Source: an optimization exercise on an open RTL-to-GDS flow (aim: small area and a short achievable clock period). Production flows keep margins and buffers that such runs may drop.
Only simulation tests tie the RTL to the original design; equivalence was not proved.
The clock input has no modelled driver; a real chip could not lean on it and would need a root buffer or a full tree.
Power figures rest on the tool's default switching activity, not on a simulated workload.

Design controlTop, start of the top module:
module controlTop (
  input  logic                       CLK,
  input  logic                       arstN,
  input  logic [32-1:0]    controlWord,
  input  logic [6-1:0]  aluStatus,
  input  logic [16-1:0]    freg,
  input  logic [16-1:0]    greg,
  input  logic [16-1:0]    hreg,
  output logic [16-1:0]    progRomAdd,
  output logic [16-1:0]    ramAdd,
  output logic [16-1:0]    dataRomAdd,
  output logic [16-1:0]    gpuAdd,
  output logic [3-1:0] operand1,
  output logic [3-1:0] operand2,
  output logic [3-1:0] results,
  output ctrlPkg::aluFunc_t          aluOperation,
  output logic [3:0]                 aluParams,
  output ctrlPkg::busSource_t        busState,
  output logic                       aluReadBus,
  output logic                       ramWrite,
  output logic                       gpuWrite,
  output logic [16-1:0]    dout
);
  logic                    execute;
  ctrlPkg::pcAction_t               pcAction;
  logic [16-1:0] branchTarget;
  logic                    ramLoad;
  logic                    romLoad;
  logic                    gpuLoad;
  logic                    fromPointer;
  logic [16-1:0] immediate;
  fetchSequencer fetchSeq (
    .CLK          (CLK),
    .arstN        (arstN),
    .pcAction     (pcAction),
    .branchTarget (branchTarget),
    .execute      (execute),
    .progRomAdd   (progRomAdd)
  );
  instructionDecoder decoder (
    .CLK          (CLK),
    .arstN        (arstN),
    .execute      (execute),
    .controlWord  (controlWord),
    .aluStatus    (aluStatus),
    .operand1     (operand1),
    .operand2     (operand2),
    .results      (results),
    .aluOperation (aluOperation),
    .aluParams    (aluParams),
    .busState     (busState),
    .aluReadBus   (aluReadBus),
    .ramWrite     (ramWrite),
    .gpuWrite     (gpuWrite),
    .dout         (dout),
    .pcAction     (pcAction),
    .branchTarget (branchTarget),
    .ramLoad      (ramLoad),
    .romLoad      (romLoad),
  ...
Size: ~9,800 cells after synthesis, roughly 4,200 flip-flops, about 200 I/O pins, ~120,000 µm² of cells after synthesis.
make LEC_CHECK=0 CAP_MARGIN=20 CORE_MARGIN=2 CORE_UTILIZATION=65 CTS_CLUSTER_DIAMETER=60 CTS_CLUSTER_SIZE=30 PLACE_DENSITY=0.75 SLEW_MARGIN=20 finish   # period 5.0 ns
run.sh (not shown) runs the stock make flow with config.mk's settings and CLKGATE_MAP_FILE= SYNTH_SCRIPT=/design/flow/synth_recipe.tcl, a recipe that flattens the netlist after the stock synthesis.
The first run went through all stages and came out clean.
Edit:
- CORE_UTILIZATION: 65 -> 80
- PLACE_DENSITY: 0.75 -> 0.88
- SETUP_SLACK_MARGIN: not set -> 2.8
- The new run finished clean
- clock skew rises by 34 ps
- critical path depth falls by 7
- worst setup slack improves by 770 ps
- sequential share of layout area hardly moves
- count of clock-buffer cells in the layout falls by 8
- cell count falls by 3.1%
- utilization rises by 16 points
- wire length rises by 10%
- maximum frequency rises by 32%
- global-route usage rises by 7.5 points
- sequential cell count does not change
Edit:
- CORE_UTILIZATION: 80 -> 40
- CTS_CLUSTER_DIAMETER: 60 -> not set
- CTS_CLUSTER_SIZE: 30 -> not set
- PLACE_DENSITY: 0.88 -> 0.6
- SETUP_SLACK_MARGIN: 2.8 -> not set
The new run went through all stages and came out clean.
Hold slack gets better by 19 ps.
Via count falls by 1.5%.
Total power rises by 9.8%.
Synthesized cell count is unchanged.
Fmax falls by 24%.
Setup slack gets worse by 770 ps.
Die area rises by 99%.
Sequential share of layout area falls by 4.6 points.
Register-to-register slack gets worse by 520 ps.

---

Another version of the RTL of controlTop (not shown whole).
Size in the first run: ~6,800 cells after synthesis, ~200 I/O pins.
Settings: LEC_CHECK=0, CAP_MARGIN=20, CORE_MARGIN=2, CORE_UTILIZATION=65, PLACE_DENSITY=0.7, SETUP_SLACK_MARGIN=2.8, SLEW_MARGIN=20, TNS_END_PERCENT=10; clock period 5.0 ns.
standard.sh (not shown) runs the stock make flow with config.mk's settings and CLKGATE_MAP_FILE= SYNTH_SCRIPT=/design/flow/synth_recipe.tcl, a recipe that flattens the netlist after the stock synthesis.
==> flow/flow/run.sh <==
#!/bin/bash
# The standard layout (bash standard.sh), with the clock tree built by
# flow/clock_tree.tcl instead of TritonCTS, ports buffered with buf_4 and
# no delay cells used as buffers after placement. Each tool's full output
# is in orfs/logs/; this script's own output is in run_flow.log.
set -euo pipefail
here="$(pwd)"
export PRE_CTS_TCL="$here/flow/cts_hook.tcl"
export PRE_RESIZE_TCL="$here/flow/dont_use_delay.tcl"
export PRE_GLOBAL_ROUTE_TCL="$here/flow/dont_use_delay.tcl"
export BUFFER_PORTS_ARGS="-buffer_cell sky130_fd_sc_hd__buf_4"
export MIDS_PER_ROOT=6
export LEAF_SINKS=30
bash standard.sh PRE_CTS_TCL="$PRE_CTS_TCL" PRE_RESIZE_TCL="$PRE_RESIZE_TCL" \
  PRE_GLOBAL_ROUTE_TCL="$PRE_GLOBAL_ROUTE_TCL" BUFFER_PORTS_ARGS="$BUFFER_PORTS_ARGS" \
  finish 2>&1 | tee "$here/run_flow.log"
==> flow/flow/clock_tree.tcl <==
# Three-level clock tree: the clock port drives four root buffers, each
# root drives the mid buffers of its quarter of the die, each mid buffer
# the leaf buffers of its part of that quarter, each leaf drives
# a compact cluster of about LEAF_SINKS flip-flop clock pins. Clusters are
# made by recursive bisection of the sink positions, so all leaves carry
# the same number of sinks and all buffers above them the same fanout.

proc ct_centroid {pts} {
  set sx 0.0
  set sy 0.0
  foreach p $pts {
    set sx [expr {$sx + [lindex $p 1]}]
    set sy [expr {$sy + [lindex $p 2]}]
  }
  set n [llength $pts]
  return [list [expr {int($sx / $n)}] [expr {int($sy / $n)}]]
}

# split pts (list of {iterm x y}) into n groups of equal size
proc ct_bisect {pts n} {
  if {$n <= 1} {
    return [list $pts]
  }
  set xs [lmap p $pts {lindex $p 1}]
  set ys [lmap p $pts {lindex $p 2}]
  set w [expr {[tcl::mathfunc::max {*}$xs] - [tcl::mathfunc::min {*}$xs]}]
  set h [expr {[tcl::mathfunc::max {*}$ys] - [tcl::mathfunc::min {*}$ys]}]
  set idx [expr {$w >= $h ? 1 : 2}]
  set sorted [lsort -integer -index $idx $pts]
  set n1 [expr {$n / 2}]
  set cut [expr {int(round([llength $pts] * double($n1) / $n))}]
  set a [lrange $sorted 0 [expr {$cut - 1}]]
  set b [lrange $sorted $cut end]
  return [concat [ct_bisect $a $n1] [ct_bisect $b [expr {$n - $n1}]]]
}

proc ct_make_buffer {block master name x y} {
  set inst [odb::dbInst_create $block $master $name]
  set w [$master getWidth]
  set h [$master getHeight]
  $inst setLocation [expr {$x - $w / 2}] [expr {$y - $h / 2}]
  $inst setPlacementStatus PLACED
  return $inst
}

proc ct_out_iterm {inst} {
  foreach it [$inst getITerms] {
    if {[$it isOutputSignal]} {
      return $it
    }
  }
  error "no output on [$inst getName]"
}

proc ct_in_iterm {inst} {
  foreach it [$inst getITerms] {
    if {[$it isInputSignal]} {
      return $it
    }
  }
  error "no input on [$inst getName]"
}

proc build_two_level_clock_tree {args} {
  set clk_port CLK
  set leaf_sinks 28
  set n_roots 4
  set n_mids 4
  if {[info exists ::env(MIDS_PER_ROOT)]} {
    set n_mids $::env(MIDS_PER_ROOT)
  }
  if {[info exists ::env(LEAF_SINKS)]} {
    set leaf_sinks $::env(LEAF_SINKS)
  }
  set block [ord::get_db_block]
  set db [ord::get_db]
  set master [$db findMaster sky130_fd_sc_hd__clkbuf_16]
  set clk_net [$block findNet $clk_port]

  set pts {}
  foreach it [$clk_net getITerms] {
    set inst [$it getInst]
    set bb [$inst getBBox]
    set x [expr {([$bb xMin] + [$bb xMax]) / 2}]
    set y [expr {([$bb yMin] + [$bb yMax]) / 2}]
    lappend pts [list $it $x $y]
  }
  set n_sinks [llength $pts]
  set n_leaves [expr {int(ceil(double($n_sinks) / $leaf_sinks))}]

  set n_groups [expr {$n_roots * $n_mids}]
  set n_leaves [expr {(($n_leaves + $n_groups - 1) / $n_groups) * $n_groups}]
  set per_mid [expr {$n_leaves / $n_groups}]
  puts "clock tree: $n_sinks sinks, $n_roots roots, $n_groups mid buffers, $n_leaves leaf buffers"
  set l 0
  set m 0
  set r 0
  foreach q [ct_bisect $pts $n_roots] {
    set mids {}
    set mid_pos {}
    foreach mg [ct_bisect $q $n_mids] {
      set leaves {}
      set leaf_pos {}
      foreach g [ct_bisect $mg $per_mid] {
        lassign [ct_centroid $g] x y
        set leaf [ct_make_buffer $block $master "clkbuf_leaf_${l}_$clk_port" $x $y]
        set net [odb::dbNet_create $block "clknet_leaf_${l}_$clk_port"]
        $net setSigType CLOCK
        foreach p $g {
          set it [lindex $p 0]
          $it disconnect
          $it connect $net
        }
        [ct_out_iterm $leaf] connect $net
        lappend leaves $leaf
        lappend leaf_pos [list $leaf $x $y]
        incr l
      }
      lassign [ct_centroid $leaf_pos] x y
      set mid [ct_make_buffer $block $master "clkbuf_mid_${m}_$clk_port" $x $y]
      set mnet [odb::dbNet_create $block "clknet_mid_${m}_$clk_port"]
      $mnet setSigType CLOCK
      foreach leaf $leaves {
        [ct_in_iterm $leaf] connect $mnet
      }
      [ct_out_iterm $mid] connect $mnet
      lappend mids $mid
      lappend mid_pos [list $mid $x $y]
      incr m
    }
    lassign [ct_centroid $mid_pos] x y
    set root [ct_make_buffer $block $master "clkbuf_root_${r}_$clk_port" $x $y]
    set rnet [odb::dbNet_create $block "clknet_root_${r}_$clk_port"]
    $rnet setSigType CLOCK
    foreach mid $mids {
      [ct_in_iterm $mid] connect $rnet
    }
    [ct_out_iterm $root] connect $rnet
    [ct_in_iterm $root] connect $clk_net
    incr r
  }
  set_propagated_clock [all_clocks]
}
==> flow/flow/cts_hook.tcl <==
# Sourced by ORFS's cts.tcl before it runs clock_tree_synthesis: replace
# that command with the tree builder of clock_tree.tcl. The rest of the
# CTS step (legalisation, timing repair) runs as in the standard flow.
source [file join [file dirname [info script]] dont_use_delay.tcl]
source [file join [file dirname [info script]] clock_tree.tcl]
rename clock_tree_synthesis ""
proc clock_tree_synthesis {args} {
  build_two_level_clock_tree
}
==> flow/flow/dont_use_delay.tcl <==
# Keep the resizer from using delay cells as buffers in this step (they
# are slow and only meant for hold fixing, which this design does not need).
set_dont_use [get_lib_cells {sky130_fd_sc_hd__clkdlybuf4s* sky130_fd_sc_hd__dlygate4sd* sky130_fd_sc_hd__dlymetal6s*}]
Edit:
==> flow/flow/run.sh (replaced) <==
#!/bin/bash
# The standard layout (bash standard.sh), with the clock tree built by
# flow/clock_tree.tcl instead of TritonCTS. Each tool's full output is in
# orfs/logs/; this script's own output is in run_flow.log.
set -euo pipefail
here="$(pwd)"
export PRE_CTS_TCL="$here/flow/cts_hook.tcl"
export MIDS_PER_ROOT=8
export LEAF_SINKS=28
bash standard.sh PRE_CTS_TCL="$PRE_CTS_TCL" finish 2>&1 | tee "$here/run_flow.log"
==> flow/flow/cts_hook.tcl (replaced) <==
# Sourced by ORFS's cts.tcl before it runs clock_tree_synthesis: replace
# that command with the tree builder of clock_tree.tcl. The rest of the
# CTS step (legalisation, timing repair) runs as in the standard flow.
source [file join [file dirname [info script]] clock_tree.tcl]
rename clock_tree_synthesis ""
proc clock_tree_synthesis {args} {
  build_two_level_clock_tree
}
SETUP_SLACK_MARGIN = 2.6   (was 2.8)
TNS_END_PERCENT = default   (was 10)
removed: flow/flow/dont_use_delay.tcl
After rerunning: Worst hold slack barely changes. Cell area is higher by about 0.9%. Sequential cell count does not change.
Edit:
==> flow/flow/run.sh (replaced) <==
#!/bin/bash
# The standard layout (bash standard.sh), with the clock tree built by
# flow/clock_tree.tcl instead of TritonCTS, ports buffered with buf_4 and
# no delay cells used as buffers after placement. Each tool's full output
# is in orfs/logs/; this script's own output is in run_flow.log.
set -euo pipefail
here="$(pwd)"
export PRE_CTS_TCL="$here/flow/cts_hook.tcl"
export PRE_RESIZE_TCL="$here/flow/dont_use_delay.tcl"
export PRE_GLOBAL_ROUTE_TCL="$here/flow/dont_use_delay.tcl"
export BUFFER_PORTS_ARGS="-buffer_cell sky130_fd_sc_hd__buf_4"
export MIDS_PER_ROOT=8
export LEAF_SINKS=28
bash standard.sh PRE_CTS_TCL="$PRE_CTS_TCL" PRE_RESIZE_TCL="$PRE_RESIZE_TCL" \
  PRE_GLOBAL_ROUTE_TCL="$PRE_GLOBAL_ROUTE_TCL" BUFFER_PORTS_ARGS="$BUFFER_PORTS_ARGS" \
  finish 2>&1 | tee "$here/run_flow.log"
--- a/flow/flow/cts_hook.tcl
+++ b/flow/flow/cts_hook.tcl
@@ -2,4 +2,5 @@
 # that command with the tree builder of clock_tree.tcl. The rest of the
 # CTS step (legalisation, timing repair) runs as in the standard flow.
+source [file join [file dirname [info script]] dont_use_delay.tcl]
 source [file join [file dirname [info script]] clock_tree.tcl]
 rename clock_tree_synthesis ""
==> flow/flow/dont_use_delay.tcl (new file) <==
# Keep the resizer from using delay cells as buffers in this step (they
# are slow and only meant for hold fixing, which this design does not need).
set_dont_use [get_lib_cells {sky130_fd_sc_hd__clkdlybuf4s* sky130_fd_sc_hd__dlygate4sd* sky130_fd_sc_hd__dlymetal6s*}]
SETUP_SLACK_MARGIN = 2.8   (was 2.6)
TNS_END_PERCENT = 10   (was default)
Worst setup slack is better by 0.13 ns.
Sequential share of layout area climbs by 0.18 points.
Power stays flat.
Utilization drops by 0.15 points.
Sequential power hardly moves.
Die area stays the same.
Worst hold slack is worse by 0.0039 ns.
Wire length barely changes.
Critical path depth drops by 6.
Final area barely changes.
Combinational power barely changes.
In every run of this note, the design's own scripts or RTL, not TritonCTS, make the clock network.

what the ideal ports hide:
How much do the figures lean on ideal ports? The routed layouts below were timed once more, with nothing changed but the port constraints. Step 1: set_driving_cell puts a clkbuf_16 on CLK and a buf_2 on each other input, an assumption about the parent block. Step 2 also shifts input and output timing later by t, the mid clock arrival at the registers, as if the neighbouring blocks saw the same clock. Three values: ideal, step 1, step 2; two values: the first two.
| run | shift t [ns] | setup WS [ns] | latest minus earliest clock arrival (ns) | worst register clock-pin slew, ns | pins driven straight from the clock port |
|---|---|---|---|---|---|
| the first run of note 1 | 0.919 | 1.817 / 1.858 / 0.939 | 0.031 / 0.031 | 0.11 / 0.11 | 1 |
| the second run of note 1 | 0.871 | 2.591 / 2.511 / 1.929 | 0.073 / 0.073 | 0.11 / 0.11 | 1 |
| the third run of note 1 | 0.968 | 1.819 / 1.732 / 0.907 | 0.072 / 0.072 | 0.06 / 0.06 | 1 |
| the first run of note 2 | 0.748 | 2.712 / 2.539 / 1.892 | 0.053 / 0.054 | 0.12 / 0.12 | 4 |
| the second run of note 2 | 0.754 | 2.574 / 2.470 / 1.958 | 0.050 / 0.050 | 0.11 / 0.11 | 4 |
| the third run of note 2 | 0.749 | 2.704 / 2.537 / 1.923 | 0.057 / 0.058 | 0.11 / 0.11 | 4 |
After both steps every run listed still meets setup and hold. The setup slack of the third run of note 1, which loses most, moves by -0.087 ns with the drivers and by -0.912 ns with both steps.
